Background: an optimization exercise with open tools, aiming at small area, a short achievable clock period and few clock cycles per item. Do not read the settings as production practice.
RTL that was checked went through simulation tests only; none was proved equivalent to the original.
No activity file was given, so power comes from the tool's default toggle rates.

v13:
Design classifier, start of the top module:
module classifier
(
   input  logic        clk,
   input  logic        local_rst,
   output logic        addr_valid,
   input  logic        addr_ready,
   output logic [20:0] addr,
   input  logic        din_valid,
   output logic        din_ready,
   input  logic [41:0] din,
   input  logic        stddev_valid,
   output logic        stddev_ready,
   input  logic [15:0] stddev,
   output logic        result_valid,
   input  logic        result_ready,
   output logic        result
);
   logic [5:0]  ic;
   logic [2:0]  fd;
   logic [3:0]  cr;
   logic        dall;
   logic [19:0] sr;
   logic [19:0] cr_;
   logic        xa;
   logic        xb;
   logic        sd_seen;
   logic        clear;
   logic        x_new;
   logic        pass0;
   logic        pass1;
   logic        pass2;
   logic        at8;
   logic        at20;
   logic        at32;
   logic        ic_stop;
   localparam logic [31:0] ADDR_B0 = 32'h00000000;
   localparam logic [31:0] ADDR_B1 = 32'h00000000;
   localparam logic [31:0] ADDR_B2 = 32'h00060000;
   localparam logic [31:0] ADDR_B3 = 32'h00070000;
   localparam logic [31:0] ADDR_B4 = 32'h00080000;
   localparam logic [31:0] ADDR_B5 = 32'h00030000;
   localparam logic [31:0] ADDR_B6 = 32'h000c0000;
   localparam logic [31:0] ADDR_B7 = 32'h00000000;
   localparam logic [31:0] ADDR_B8 = 32'hac905300;
   localparam logic [31:0] ADDR_B9 = 32'hff16acac;
   localparam logic [31:0] ADDR_B10 = 32'hca18caca;
   localparam logic [31:0] ADDR_B11 = 32'h0cd00300;
   localparam logic [31:0] ADDR_B12 = 32'h0fec0c0c;
   localparam logic [31:0] ADDR_B13 = 32'hc000c0c0;
   localparam logic [31:0] ADDR_B14 = 32'h00000000;
   localparam logic [31:0] ADDR_B15 = 32'h0000ac00;
   localparam logic [31:0] ADDR_B16 = 32'h5390ac00;
   localparam logic [31:0] ADDR_B17 = 32'h66e6ca66;
   localparam logic [31:0] ADDR_B18 = 32'h88f80c88;
   localparam logic [31:0] ADDR_B19 = 32'h03c00c00;
   localparam logic [31:0] ADDR_B20 = 32'hcc0cc0cc;
   assign addr[0] = ADDR_B0[ic[4:0]];
   assign addr[1] = ADDR_B1[ic[4:0]];
   assign addr[2] = ADDR_B2[ic[4:0]];
   assign addr[3] = ADDR_B3[ic[4:0]];
   assign addr[4] = ADDR_B4[ic[4:0]];
   assign addr[5] = ADDR_B5[ic[4:0]];
   assign addr[6] = ADDR_B6[ic[4:0]];
  ...
Size in the first run: ~570 cells after synthesis, roughly 56 flip-flops, ~90 I/O pins, ~0.0052 mm² of cells after synthesis.
clock: 9.0 ns
lec_check: 0
abc_area: 1
cap_margin: 20
core_margin: 2
core_utilization: 40
slew_margin: 20
synth_hierarchical: 1
standard.sh (not shown) runs the stock make flow with config.mk's settings and CLKGATE_MAP_FILE= SYNTH_SCRIPT=/design/flow/synth_recipe.tcl, a recipe that flattens the netlist after the stock synthesis.
==> flow/flow/run.sh <==
#!/bin/bash
# Standard layout, with the smallest buffer on the ports and a repair that aims
# at 5.4 ns of setup slack.
set -euo pipefail
export BUFFER_PORTS_ARGS="-buffer_cell sky130_fd_sc_hd__buf_1"
export SETUP_SLACK_MARGIN=5.4
bash standard.sh finish > standard_finish.log 2>&1
Testbench counts of v13, summed over its fixed seeds: cycles 82,658, windows 4,800.
Relative to v13, the following input files were edited for v51:
- setting SETUP_SLACK_MARGIN to 4.8 for the first time
==> flow/flow/run.sh <==
#!/bin/bash
# Standard layout, with the smallest buffer on the ports.
set -euo pipefail
export BUFFER_PORTS_ARGS="-buffer_cell sky130_fd_sc_hd__buf_1"
bash standard.sh finish > standard_finish.log 2>&1
==> comparison <==
The faster design of the two is v13; v51 tops out lower. Across both runs, final cycle utilization of the critical path was higher for v51 than for v13. Compared with v13, in v51 synthesis-to-finish area growth went down by 8.3 points; relative contribution of combinational cells to total power fell 0.5 points. Taking v13 as the reference point, the total power consumption of the routed design of v51 falls by 2.7%. Global-route wire length before repair: v51 better than v13. Sort v51 and v13 by count of clock buffers in the final design asc -> top: v13.
[inputs] v18 vs v51
- putting CTS_BUF_LIST at sky130_fd_sc_hd__clkbuf_8 where nothing was set
- swapping 4.8 for 5 in SETUP_SLACK_MARGIN
## What came out
Total power: v18 below v51
Against v51 as the reference, v18 delivers a higher post-CTS setup buffer count.
On final wirelength, v51 loses to v18.
Arrival time at the worst endpoint, v18 and v51: larger value in v51
Changes observed in v18 relative to v51: sequential power roughly the same, final cycle utilization of the critical path lower.
Compared to v51, v18 shows a wider setup margin.
Vias: v18 below v51
The inputs of v24 differ from those of v18 as listed below.
- removing CTS_BUF_LIST (formerly sky130_fd_sc_hd__clkbuf_8)
## What came out
- Via count: v18 and v24 compared, higher one is v24
- Looking at worst hold slack across both flows, v24 is the weaker of the two, with v18 ahead.
- Per the comparison of v24 with v18, switching power share of the total moved down; sequential share of layout area moved down.
- The higher final worst slack of v18 and v24 is in v24.

---

Setup of rev 12:
classifier, a different RTL version from the one above (not shown whole).
Size: about 660 cells after synthesis, roughly 56 flip-flops, roughly 90 I/O pins, ~5500 um2 of cells after synthesis.
Settings: LEC_CHECK=0, ABC_AREA=1, CAP_MARGIN=20, CORE_MARGIN=2, CORE_UTILIZATION=40, SLEW_MARGIN=20; clock period 9.0 ns.
run.sh (not shown) runs the stock make flow with config.mk's settings and CLKGATE_MAP_FILE= SYNTH_SCRIPT=/design/flow/synth_recipe.tcl, a recipe that flattens the netlist after the stock synthesis.
Stock flow here: none of the scripts above is used.
Rev 12: no failed stages, no open violations at the end
Testbench counts of rev 12, summed over its fixed seeds: cycles 82,658, windows 4,800.
#### Input delta (rev 13 over rev 12)
Settings: SETUP_SLACK_MARGIN newly set to 5.
==> flow/flow/run.sh (new file) <==
#!/bin/bash
# Standard layout, with the smallest buffer on the ports.
set -euo pipefail
export BUFFER_PORTS_ARGS="-buffer_cell sky130_fd_sc_hd__buf_1"
bash standard.sh finish > standard_finish.log 2>&1
==> flow/standard.sh (new file) <==
#!/bin/bash
# synth_recipe.tcl (not shown) runs the flow's synth.tcl, then flattens the netlist and writes it again
# the make line also repeats each setting of config.mk as NAME=value (left out here)
make -C /OpenROAD-flow-scripts/flow DESIGN_CONFIG=/design/flow/config.mk WORK_HOME=/design/flow/orfs CLKGATE_MAP_FILE= SYNTH_SCRIPT=/design/flow/synth_recipe.tcl "${@:-finish}"
removed: flow/run.sh
### Flow results
- Arrival time at the worst endpoint was lower in rev 13 than in rev 12.
- Post-placement setup slack ended up 0.27 ns higher on rev 13 than on rev 12.
- Compared with rev 12, in rev 13 global-route usage rose 0.53 points; total power fell 0.000024 W.
- [compare] base=rev 12 new=rev 13: proportion of power drawn by flip-flops and latches went up, routed wire length now larger, proportion of power drawn by combinational gates went up, maximum VDD drop decreased 8.9%, clock network fraction of total power moved down.

---

The RTL this note starts from:
==> flow/design.v <==
`timescale 1ns/100ps
module classifier
(
   input  logic        clk,
   input  logic        local_rst,
   output logic        addr_valid,
   input  logic        addr_ready,
   output logic [20:0] addr,
   input  logic        din_valid,
   output logic        din_ready,
   input  logic [41:0] din,
   input  logic        stddev_valid,
   output logic        stddev_ready,
   input  logic [15:0] stddev,
   output logic        result_valid,
   input  logic        result_ready,
   output logic        result
);
   logic [5:0]  ic;
   logic [2:0]  fd;
   logic [3:0]  cr;
   logic        dall;
   logic [19:0] s;
   logic [19:0] c;
   logic        xa;
   logic        xb;
   logic        sd_seen;
   logic        clear;
   logic [19:0] acc;
   logic        x_new;
   logic        pass0;
   logic        pass1;
   logic        pass2;
   logic        at8;
   logic        at20;
   logic        at32;
   logic        ic_stop;
   localparam logic [31:0] ADDR_B0 = 32'h00000000;
   localparam logic [31:0] ADDR_B1 = 32'h00000000;
   localparam logic [31:0] ADDR_B2 = 32'h00060000;
   localparam logic [31:0] ADDR_B3 = 32'h00070000;
   localparam logic [31:0] ADDR_B4 = 32'h00080000;
   localparam logic [31:0] ADDR_B5 = 32'h00030000;
   localparam logic [31:0] ADDR_B6 = 32'h000c0000;
   localparam logic [31:0] ADDR_B7 = 32'h00000000;
   localparam logic [31:0] ADDR_B8 = 32'hac905300;
   localparam logic [31:0] ADDR_B9 = 32'hff16acac;
   localparam logic [31:0] ADDR_B10 = 32'hca18caca;
   localparam logic [31:0] ADDR_B11 = 32'h0cd00300;
   localparam logic [31:0] ADDR_B12 = 32'h0fec0c0c;
   localparam logic [31:0] ADDR_B13 = 32'hc000c0c0;
   localparam logic [31:0] ADDR_B14 = 32'h00000000;
   localparam logic [31:0] ADDR_B15 = 32'h0000ac00;
   localparam logic [31:0] ADDR_B16 = 32'h5390ac00;
   localparam logic [31:0] ADDR_B17 = 32'h66e6ca66;
   localparam logic [31:0] ADDR_B18 = 32'h88f80c88;
   localparam logic [31:0] ADDR_B19 = 32'h03c00c00;
   localparam logic [31:0] ADDR_B20 = 32'hcc0cc0cc;
   assign addr[0] = ADDR_B0[ic[4:0]];
   assign addr[1] = ADDR_B1[ic[4:0]];
   assign addr[2] = ADDR_B2[ic[4:0]];
   assign addr[3] = ADDR_B3[ic[4:0]];
   assign addr[4] = ADDR_B4[ic[4:0]];
   assign addr[5] = ADDR_B5[ic[4:0]];
   assign addr[6] = ADDR_B6[ic[4:0]];
   assign addr[7] = ADDR_B7[ic[4:0]];
   assign addr[8] = ADDR_B8[ic[4:0]];
   assign addr[9] = ADDR_B9[ic[4:0]];
   assign addr[10] = ADDR_B10[ic[4:0]];
   assign addr[11] = ADDR_B11[ic[4:0]];
   assign addr[12] = ADDR_B12[ic[4:0]];
   assign addr[13] = ADDR_B13[ic[4:0]];
   assign addr[14] = ADDR_B14[ic[4:0]];
   assign addr[15] = ADDR_B15[ic[4:0]];
   assign addr[16] = ADDR_B16[ic[4:0]];
   assign addr[17] = ADDR_B17[ic[4:0]];
   assign addr[18] = ADDR_B18[ic[4:0]];
   assign addr[19] = ADDR_B19[ic[4:0]];
   assign addr[20] = ADDR_B20[ic[4:0]];
   assign acc   = s + c;
   assign x_new = ~acc[19];
   assign pass0 = xb | x_new;                                            
   assign pass1 = (xb & ~(xa & x_new)) | ~(xa | xb | x_new);             
   assign pass2 = x_new | (xa & ~xb);                                    
   assign at8  = (ic == 6'd8)  & (fd == 3'd2) & cr[0];
   assign at20 = (ic == 6'd20) & (fd == 3'd5) & cr[0];
   assign at32 = dall;
   assign ic_stop    = (ic == 6'd8) | (ic == 6'd20) | ic[5];
   assign addr_valid = ~ic_stop | (at8 & pass0) | (at20 & pass1);
   assign result_valid = (at8 & ~pass0) | (at20 & ~pass1) | at32;
   assign result       = at32 & pass2;
   assign stddev_ready = result_valid;
   assign din_ready    = sd_seen;
   assign clear        = result_valid & result_ready;
   logic [2:0]  f;
   logic        cn0;
   logic        first;
   logic [13:0] d0;
   logic [13:0] d1;
   logic [13:0] d2;
   logic [19:0] b0;
   logic [19:0] b1;
   logic [19:0] b2;
   logic [19:0] a0;
   logic [19:0] a1;
   logic [1:0]  kc;
   logic        k0;
   logic        sel0_4;
   logic        sel0_2;
   logic        sel1_1;
   logic        sel1_2;
   logic        pol0;
   logic        pol1;
   logic        k1;
   logic [19:0] s1;
   logic [19:0] c1;
   logic [19:0] s2;
   logic [19:0] c2;
   logic [19:0] s_next;
   logic [19:0] c_next;
   assign f     = fd;
   assign first = cr[0];
   assign cn0   = cr[1] | cr[3];
   assign d0    = din[41:28];
   assign d1    = din[27:14];
   assign d2    = din[13:0];
   assign b0 = {6'd0, ~d0};
   assign b1 = {5'd0, d1, 1'b0};
   always_comb begin
      case (f)
         3'd2, 3'd3, 3'd5: b2 = {6'd0, d1};
         3'd4:             b2 = {5'd0, d2, 1'b0};
         default:          b2 = '0;
      endcase
      sel0_4 = first & (f == 3'd0 || f == 3'd3 || f == 3'd7);
      sel0_2 = first & (f == 3'd1 || f == 3'd2 || f == 3'd4 || f == 3'd5);
      sel1_1 = first & (f == 3'd1 || f == 3'd3 || f == 3'd5 || f == 3'd6);
      sel1_2 = first & (f == 3'd7);
      pol0   = first ? (f != 3'd2 && f != 3'd5 && f != 3'd6) : cn0;
      pol1   = first ? (f == 3'd1 || f == 3'd3 || f == 3'd6 || f == 3'd7) : cn0;
      a0 = (({20{sel0_4}} & {2'd0, stddev, 2'd0}) | ({20{sel0_2}} & {3'd0, stddev, 1'd0})
            | ({20{~first}} & s)) ^ {20{pol0}};
      a1 = (({20{sel1_1}} & {4'd0, stddev}) | ({20{sel1_2}} & {3'd0, stddev, 1'd0})
            | ({20{~first}} & c)) ^ {20{pol1}};
      case (f)
         3'd1, 3'd3, 3'd7: kc = 2'd2;
         3'd0, 3'd4, 3'd6: kc = 2'd1;
         default:          kc = 2'd0;
      endcase
   end
   assign k0 = first ? (kc != 2'd0) : cn0;
   assign k1 = first & kc[1];
   assign s1 = b0 ^ b1 ^ b2;
   assign c1 = {((b0[18:0] & b1[18:0]) | (b0[18:0] & b2[18:0]) | (b1[18:0] & b2[18:0])), k0};
   assign s2 = a0 ^ a1 ^ s1;
   assign c2 = {((a0[18:0] & a1[18:0]) | (a0[18:0] & s1[18:0]) | (a1[18:0] & s1[18:0])), k1};
   assign s_next = s2 ^ c2 ^ c1;
   assign c_next = {((s2[18:0] & c2[18:0]) | (s2[18:0] & c1[18:0]) | (c2[18:0] & c1[18:0])), 1'b0};
   always_ff @(posedge clk) begin
      if (local_rst || clear) begin
         ic      <= '0;
         fd      <= '0;
         cr      <= 4'b0001;
         dall    <= 1'b0;
         sd_seen <= 1'b0;
      end else begin
         if (stddev_valid) begin
            sd_seen <= 1'b1;
         end
         if (addr_valid && addr_ready) begin
            ic <= ic + 6'd1;
         end
         if (din_valid && din_ready) begin
            cr <= {cr[2:0], cr[3]};
            if (cr[3]) begin
               fd <= fd + 3'd1;
               if (fd == 3'd7) begin
                  dall <= 1'b1;
               end
            end
         end
      end
   end
   always_ff @(posedge clk) begin
      if (din_valid && din_ready) begin
         s <= s_next;
         c <= c_next;
         if (first) begin
            xa <= xb;
            xb <= x_new;
         end
      end
   end
endmodule
clock: 9.0 ns
lec_check: 0
abc_area: 1
cap_margin: 20
core_margin: 2
core_utilization: 40
cts_buf_list: sky130_fd_sc_hd__clkbuf_4 sky130_fd_sc_hd__clkbuf_8
slew_margin: 20
standard.sh (not shown) runs the stock make flow with config.mk's settings and CLKGATE_MAP_FILE= SYNTH_SCRIPT=/design/flow/synth_recipe.tcl, a recipe that flattens the netlist after the stock synthesis.
==> flow/flow/run.sh <==
#!/bin/bash
# Standard layout, with the smallest buffer on the ports.
set -euo pipefail
export BUFFER_PORTS_ARGS="-buffer_cell sky130_fd_sc_hd__buf_1"
bash standard.sh finish > standard_finish.log 2>&1
Then changed:
- CTS_BUF_LIST: sky130_fd_sc_hd__clkbuf_4 sky130_fd_sc_hd__clkbuf_8 -> not set
Effect: Flip-flop and latch count does not change. Register-to-register slack barely changes. Die area is unchanged. Count of clock-buffer cells in the layout does not change. Core utilization rose by 0.37 points. Total power rose by a few percent. Wire length barely changes. Final cell count is unchanged.
No run of this note included a check of the RTL's function; only the layout flow was run.

---

P:
Another version of the RTL of classifier (not shown whole).
For scale: ~620 cells after synthesis, roughly 56 flip-flops, about 90 I/O pins, ~5300 µm² of cells after synthesis.
## classifier
module classifier
(
   input  logic        clk,
   input  logic        local_rst,
   output logic        addr_valid,
   input  logic        addr_ready,
   output logic [20:0] addr,
   input  logic        din_valid,
   output logic        din_ready,
   input  logic [41:0] din,
   input  logic        stddev_valid,
   output logic        stddev_ready,
   input  logic [15:0] stddev,
   output logic        result_valid,
   input  logic        result_ready,
   output logic        result
);
==> flow/config.mk <==
export PLATFORM = sky130hd
export DESIGN_NAME = classifier
export DESIGN_NICKNAME = classifier
export VERILOG_FILES = /design/flow/design.v
export SDC_FILE = /design/flow/constraint.sdc
export NUM_CORES = 4
export LEC_CHECK = 0
export ABC_AREA = 1
export CAP_MARGIN = 20
export CORE_MARGIN = 2
export CORE_UTILIZATION = 60
export SETUP_SLACK_MARGIN = 5
export SLEW_MARGIN = 20
==> flow/constraint.sdc <==
create_clock -name core_clock -period 9.0 [get_ports {clk}]
set_input_delay 1.8000 -clock core_clock [delete_from_list [all_inputs] [get_ports {clk}]]
set_output_delay 1.8000 -clock core_clock [all_outputs]
set_load 0.01 [all_outputs]
Scripts as last shown in full above: flow/flow/run.sh
Testbench counts of P, summed over its fixed seeds: cycles 82,658, windows 4,800.
What Q does differently from P at the input level:
- CORE_UTILIZATION now 40, was 60
--- outcome ---
- Wire length of the first global-routing pass: P and Q compared, higher one is P
- P has a higher starting utilization of the core area than Q.
- Compared to P, Q has total number of nets in the final design 3 lower.
- Die area, Q vs P: up by more than a quarter
- [Q vs P] via count of the first global-routing pass: lower in Q
- Summary: with P as the reference, average detailed-routed wire length per instance in Q moved down by a little under 10%.
- Going from P to Q, post-layout worst setup margin rose 0.091 ns, sequential share of layout area fell 0.28 points, number of buffers inserted to repair setup after CTS fell 5.
Relative to Q, the following input files were edited for R:
- swapping 20 for 0 in SLEW_MARGIN
- swapping 20 for 0 in CAP_MARGIN
==> comparison <==
R reached the final stage; the timing, design-rule and antenna checks on its layout passed.
R and Q ended up with roughly the same maximum frequency.
R -> Q: wire length of the first global-routing pass delta 0, exact match
Compared with Q, R shows number of violations reported at the end of detailed-routing iteration 0 higher by 9.2%.
Summary of R over Q: global-route usage was more or less identical; setup slack was more or less identical.
NOTE total area of multi-input combinational cells Q->R decreased slightly
| maximum fanout encountered on the critical timing path | R vs Q | ≈ equal |

==> port drivers added, routing unchanged <==
How much do the figures lean on ideal ports? The routed layouts below were timed once more, with nothing changed but the port constraints.
Step 1 assumes that a clkbuf_16 drives the clock port and a buf_2 every other input.
Step 2, shift: input delay + t, output delay - t, t = (earliest + latest rising clock arrival at the registers) / 2. This alone moves slack from input paths to output paths.
Three values: ideal, step 1, step 2; two values: the first two.
| run | shift t [ns] | slack for setup (ns) | worst setup path after step 2 | worst register clock-pin slew, ns |
|---|---|---|---|---|
| v13 | 0.344 | 5.248 / 5.208 / 5.122 | input to register | 0.08 / 0.08 |
| v51 | 0.336 | 5.095 / 5.056 / 5.090 | input to register | 0.08 / 0.08 |
| v18 | 0.349 | 5.135 / 5.100 / 5.110 | input to register | 0.11 / 0.11 |
| v24 | 0.335 | 5.141 / 5.102 / 5.095 | input to register | 0.07 / 0.07 |
| rev 12 | 0.336 | 4.540 / 4.499 / 4.775 | input to register | 0.08 / 0.08 |
| rev 13 | 0.347 | 4.964 / 4.923 / 5.079 | input to register | 0.08 / 0.08 |
| the first run of note 3 | 0.343 | 4.845 / 4.810 / 5.104 | input to register | 0.10 / 0.10 |
| the second run of note 3 | 0.329 | 4.887 / 4.849 / 5.092 | input to register | 0.07 / 0.07 |
| P | 0.349 | 5.050 / 5.017 / 5.081 | input to register | 0.11 / 0.11 |
| Q | 0.337 | 5.141 / 5.103 / 5.105 | input to register | 0.08 / 0.08 |
| R | 0.337 | 5.142 / 5.103 / 5.105 | input to register | 0.08 / 0.08 |
After both steps setup and hold are still met in every run listed. For v13, which loses most, drivers alone change the setup slack by -0.040 ns; drivers and shift together by -0.126 ns.
